Source: an optimization exercise on an open RTL-to-GDS flow (aim: small area). Production flows keep margins and buffers that such runs may drop.
The RTL was checked by simulation tests, not by an equivalence proof against the original design.
Power is estimated from default activity; no workload was simulated.

==> job 6773: inputs <==
Design timeService, start of the top module:
module timeService #(
  parameter int tickCount = 200,
  parameter int windowTol = 2,
  parameter int highTicks = 180
) (
  input  logic                              CLK,
  input  logic                              rst,
  input  timePkg::cmdOp                     cmd,
  input  logic [timePkg::timeWidth-1:0]     timeIn,
  input  logic                              ppsIn,
  output logic [timePkg::statusWidth-1:0]   statusOut,
  output logic [timePkg::controlWidth-1:0]  controlOut,
  output logic [timePkg::countWidth-1:0]    ticksPerPps,
  output logic [timePkg::timeWidth-1:0]     nowTime,
  output logic [timePkg::timeWidth-1:0]     deltaTime,
  output logic                              ppsOut
);
  localparam int cw = timePkg::countWidth;
  localparam logic [cw-1:0] minTicks = cw'(tickCount - windowTol);
  localparam logic [cw-1:0] maxTicks = cw'(tickCount + windowTol);
  localparam logic [cw-1:0] highCount = cw'(highTicks);
  localparam logic [47:0] fracInc = 48'((64'd1 << 48) / 64'(tickCount));
  logic setTime, ctlWrite, clearSticky, captureDelta;
  assign setTime = (cmd == timePkg::opSetTime);
  assign captureDelta = (cmd == timePkg::opSetDelta);
  assign ctlWrite = (cmd == timePkg::opSetControl) || (cmd == timePkg::opClear);
  assign clearSticky = (cmd == timePkg::opClear);
  logic timeSetSticky, ppsInSticky, ppsLostSticky;
  logic disablePps;
  assign disablePps = controlOut[timePkg::ctlDisablePps];
  logic syncMeta, ppsSync, prevLevel;
  logic [cw-1:0] fromRise;
  logic [cw-1:0] sinceAccept;
  logic ppsEdge, ppsAccept, ppsOk, ppsLost;
  logic [timePkg::edgeWidth-1:0] edgeCount;
  logic rawEdge, inWindow, acceptNow;
  assign rawEdge = ppsSync && !prevLevel && !disablePps;
  assign inWindow = (fromRise > minTicks) && (fromRise < maxTicks);
  assign acceptNow = rawEdge && inWindow;
  logic [31:0] seconds;
  logic [47:0] frac;
  logic        secWrap;
  logic        secStep, ppsStep;
  logic [48:0] fracNext;
  assign ppsStep = ppsOk && ppsAccept;
  assign secStep = ppsOk ? ppsAccept : secWrap;
  logic [48:0] fc0; logic [47:0] fs0;
  logic [6:0] bc;
  assign bc[0] = 1'b0;
  assign fc0[0] = 1'b0;
  assign fs0[0] = ~(frac[0] ^ fc0[0]); assign fc0[1] = frac[0] | fc0[0];
  assign fs0[1] = frac[1] ^ fc0[1]; assign fc0[2] = frac[1] & fc0[1];
  assign fs0[2] = frac[2] ^ fc0[2]; assign fc0[3] = frac[2] & fc0[2];
  ...
export LEC_CHECK = 0
export CAP_MARGIN = 0
export CORE_MARGIN = 2
export CORE_UTILIZATION = 60
export SLEW_MARGIN = 0
create_clock -name core_clock -period 5.5 [get_ports {CLK}]
standard.sh (not shown) runs the stock make flow with config.mk's settings and CLKGATE_MAP_FILE= SYNTH_SCRIPT=/design/flow/synth_recipe.tcl, a recipe that flattens the netlist after the stock synthesis.
==> flow/flow/run.sh <==
#!/bin/bash
# The standard layout (standard.sh: standard synthesis and ORFS to finish) with two changes:
#  - each port buffer is the smallest buffer cell instead of the flow's default pick;
#  - the clock tree uses clkbuf_4 cells in clusters of at most 10 sinks within 60 um, without dummy loads.
set -euo pipefail
export BUFFER_PORTS_ARGS="-buffer_cell sky130_fd_sc_hd__buf_1"
export CTS_ARGS="-sink_clustering_enable -repair_clock_nets -dont_use_dummy_load -buf_list sky130_fd_sc_hd__clkbuf_4 -sink_clustering_size 10 -sink_clustering_max_diameter 60"
bash standard.sh finish > standard.log 2>&1
==> inputs of job 9718, as changes to job 6773 <==
--- a/flow/design.v
+++ b/flow/design.v
@@ -197,20 +197,22 @@
   logic [63:0] deltaNext;
   logic [64:0] dsc0; logic [63:0] dss0; logic [63:0] dsp, dsg;
   assign dsp = nowTime ^ ~timeIn; assign dsg = nowTime & ~timeIn;
   logic [16:0] dsbc, dsbg, dsbp;
   assign dsbc[0] = 1'b1;
-  assign dsc0[0] = 1'b1;
-  assign deltaNext[0] = dsp[0] ^ dsc0[0]; assign dsc0[1] = dsg[0] | (dsp[0] & dsc0[0]);
-  assign dss0[0] = 1'b0;
-  assign deltaNext[1] = dsp[1] ^ dsc0[1]; assign dsc0[2] = dsg[1] | (dsp[1] & dsc0[1]);
-  assign dss0[1] = 1'b0;
-  assign deltaNext[2] = dsp[2] ^ dsc0[2]; assign dsc0[3] = dsg[2] | (dsp[2] & dsc0[2]);
-  assign dss0[2] = 1'b0;
-  assign deltaNext[3] = dsp[3] ^ dsc0[3]; assign dsc0[4] = dsg[3] | (dsp[3] & dsc0[3]);
-  assign dss0[3] = 1'b0;
-  assign dsbg[0] = dsc0[4]; assign dsbp[0] = 1'b0;
+  assign dsc0[0] = 1'b0;
+  assign dss0[0] = dsp[0] ^ dsc0[0]; assign dsc0[1] = dsg[0] | (dsp[0] & dsc0[0]);
+  assign dss0[1] = dsp[1] ^ dsc0[1]; assign dsc0[2] = dsg[1] | (dsp[1] & dsc0[1]);
+  assign dss0[2] = dsp[2] ^ dsc0[2]; assign dsc0[3] = dsg[2] | (dsp[2] & dsc0[2]);
+  assign dss0[3] = dsp[3] ^ dsc0[3]; assign dsc0[4] = dsg[3] | (dsp[3] & dsc0[3]);
+  assign dsbg[0] = dsc0[4]; assign dsbp[0] = &dss0[3:0];
+  logic [4:0] dst0;
+  assign dst0[0] = dsbc[0];
+  assign deltaNext[0] = dss0[0] ^ dst0[0]; assign dst0[1] = dss0[0] & dst0[0];
+  assign deltaNext[1] = dss0[1] ^ dst0[1]; assign dst0[2] = dss0[1] & dst0[1];
+  assign deltaNext[2] = dss0[2] ^ dst0[2]; assign dst0[3] = dss0[2] & dst0[2];
+  assign deltaNext[3] = dss0[3] ^ dst0[3]; assign dst0[4] = dss0[3] & dst0[3];
   assign dss0[4] = dsp[4]; assign dsc0[5] = dsg[4];
   assign dss0[5] = dsp[5] ^ dsc0[5]; assign dsc0[6] = dsg[5] | (dsp[5] & dsc0[5]);
   assign dss0[6] = dsp[6] ^ dsc0[6]; assign dsc0[7] = dsg[6] | (dsp[6] & dsc0[6]);
   assign dss0[7] = dsp[7] ^ dsc0[7]; assign dsc0[8] = dsg[7] | (dsp[7] & dsc0[7]);
   assign dsbg[1] = dsc0[8]; assign dsbp[1] = &dss0[7:4];
@@ -402,18 +404,10 @@
   assign dsbc[12] = dsgc[3];
   assign dsbc[13] = dsbg[12] | (dsbp[12] & dsbc[12]);
   assign dsbc[14] = dsbg[13] | (dsbp[13] & dsbc[13]);
   assign dsbc[15] = dsbg[14] | (dsbp[14] & dsbc[14]);
   assign dsbc[16] = dsgc[4];
-  function automatic logic [27:0] inc28(input logic [27:0] q);
-    logic [28:0] t;
-    t[0] = 1'b1;
-    for (int i = 0; i < 28; i++) begin
-      inc28[i] = q[i] ^ t[i];
-      t[i+1] = (i == 13) ? &q[13:0] : q[i] & t[i];
-    end
-  endfunction
   logic [cw-1:0] perCount;
   logic localPulse, toggle;
   always_ff @(posedge CLK)
   begin
     if (rst)
@@ -465,18 +459,18 @@
       end
       syncMeta <= ppsIn;
       ppsSync <= syncMeta;
       if (!disablePps)
         prevLevel <= ppsSync;
-      fromRise <= rawEdge ? cw'(1) : inc28(fromRise);
+      fromRise <= rawEdge ? cw'(1) : fromRise + 1'b1;
       ppsEdge <= rawEdge;
       ppsAccept <= acceptNow;
       ppsOk <= ppsAccept || (ppsOk && !ppsLost);
       ppsLost <= ppsOk && ((rawEdge && !inWindow) || (fromRise == maxTicks));
       if (ppsEdge)
         edgeCount <= edgeCount + 1'b1;
-      sinceAccept <= acceptNow ? cw'(1) : inc28(sinceAccept);
+      sinceAccept <= acceptNow ? cw'(1) : sinceAccept + 1'b1;
       if (acceptNow)
         ticksPerPps <= sinceAccept;
       secWrap <= 1'b0;
       if (setTime)
       begin
@@ -494,11 +488,11 @@
           frac <= fracNext[47:0];
           secWrap <= fracNext[48];
         end
       end
       nowTime <= {seconds, frac[47:16]};
-      perCount <= secStep ? '0 : inc28(perCount);
+      perCount <= secStep ? '0 : perCount + 1'b1;
       localPulse <= perCount < highCount;
       toggle <= !toggle;
     end
   end
   always_comb
==> flow/flow/run.sh (replaced) <==
#!/bin/bash
# The standard layout (standard.sh: standard synthesis and ORFS to finish) with two changes:
#  - each port buffer is the smallest buffer cell instead of the flow's default pick;
#  - the clock tree uses clkbuf_4 cells in clusters of at most 10 sinks, without dummy loads.
set -euo pipefail
export BUFFER_PORTS_ARGS="-buffer_cell sky130_fd_sc_hd__buf_1"
export CTS_ARGS="-sink_clustering_enable -repair_clock_nets -dont_use_dummy_load -buf_list sky130_fd_sc_hd__clkbuf_4 -sink_clustering_size 10 -sink_clustering_max_diameter 40"
bash standard.sh finish > standard.log 2>&1
==> flow/config.mk (replaced) <==
export PLATFORM = sky130hd
export DESIGN_NAME = timeService
export DESIGN_NICKNAME = timeService
export VERILOG_FILES = /design/flow/design.v
export SDC_FILE = /design/flow/constraint.sdc
export NUM_CORES = 4
export LEC_CHECK = 0
export CAP_MARGIN = 20
export CORE_MARGIN = 2
export CORE_UTILIZATION = 40
export SLEW_MARGIN = 20
==> inputs of job 1527, as changes to job 6773 <==
==> flow/config.mk (replaced) <==
export PLATFORM = sky130hd
export DESIGN_NAME = timeService
export DESIGN_NICKNAME = timeService
export VERILOG_FILES = /design/flow/design.v
export SDC_FILE = /design/flow/constraint.sdc
export NUM_CORES = 4
export LEC_CHECK = 0
export CAP_MARGIN = 20
export CORE_MARGIN = 2
export CORE_UTILIZATION = 40
export SLEW_MARGIN = 20
==> notes <==
In job 6773 the first-iteration DRC count is higher than in job 1527, by about 20%.
Hold slack: job 9718 < job 6773 < job 1527.
Of job 1527 and job 9718, job 9718 has the higher synthesized cell count (gap about 5.5%, measured against job 9718).
Of job 6773 and job 1527, job 1527 has the higher combinational power (gap about 0.9%, measured against job 1527).
The lowest worst setup slack belongs to job 9718, the highest to job 1527.
Clock power: job 6773 < job 1527 < job 9718.

## what the ideal ports hide
No port has a modelled driver above. Below, the same layouts with a new extraction and two added sets of constraints.
Step 1: set_driving_cell puts a clkbuf_16 on CLK and a buf_2 on each other input, an assumption about the parent block.
Step 2 adds t to the input delays and takes it off the output delays; t is the mean of the earliest and latest rising clock arrival at the registers after step 1. Input paths then give back, and output paths get back, about the clock's delay inside the block.
Slacks: ideal / step 1 / step 2; pairs: ideal / step 1.
run | t, ns | setup WS [ns] | worst data-port slew with drivers (ns)
job 6773 | 0.679 | 0.802 / 0.827 / 0.148 | 0.08
job 9718 | 0.790 | 0.745 / 0.711 / -0.079 | 0.09
job 1527 | 0.782 | 0.946 / 0.966 / 0.184 | 0.10
With both steps, setup timing fails in job 9718, where it was met with ideal ports. For job 9718, which loses most, drivers alone change the setup slack by -0.034 ns; drivers and shift together by -0.824 ns.
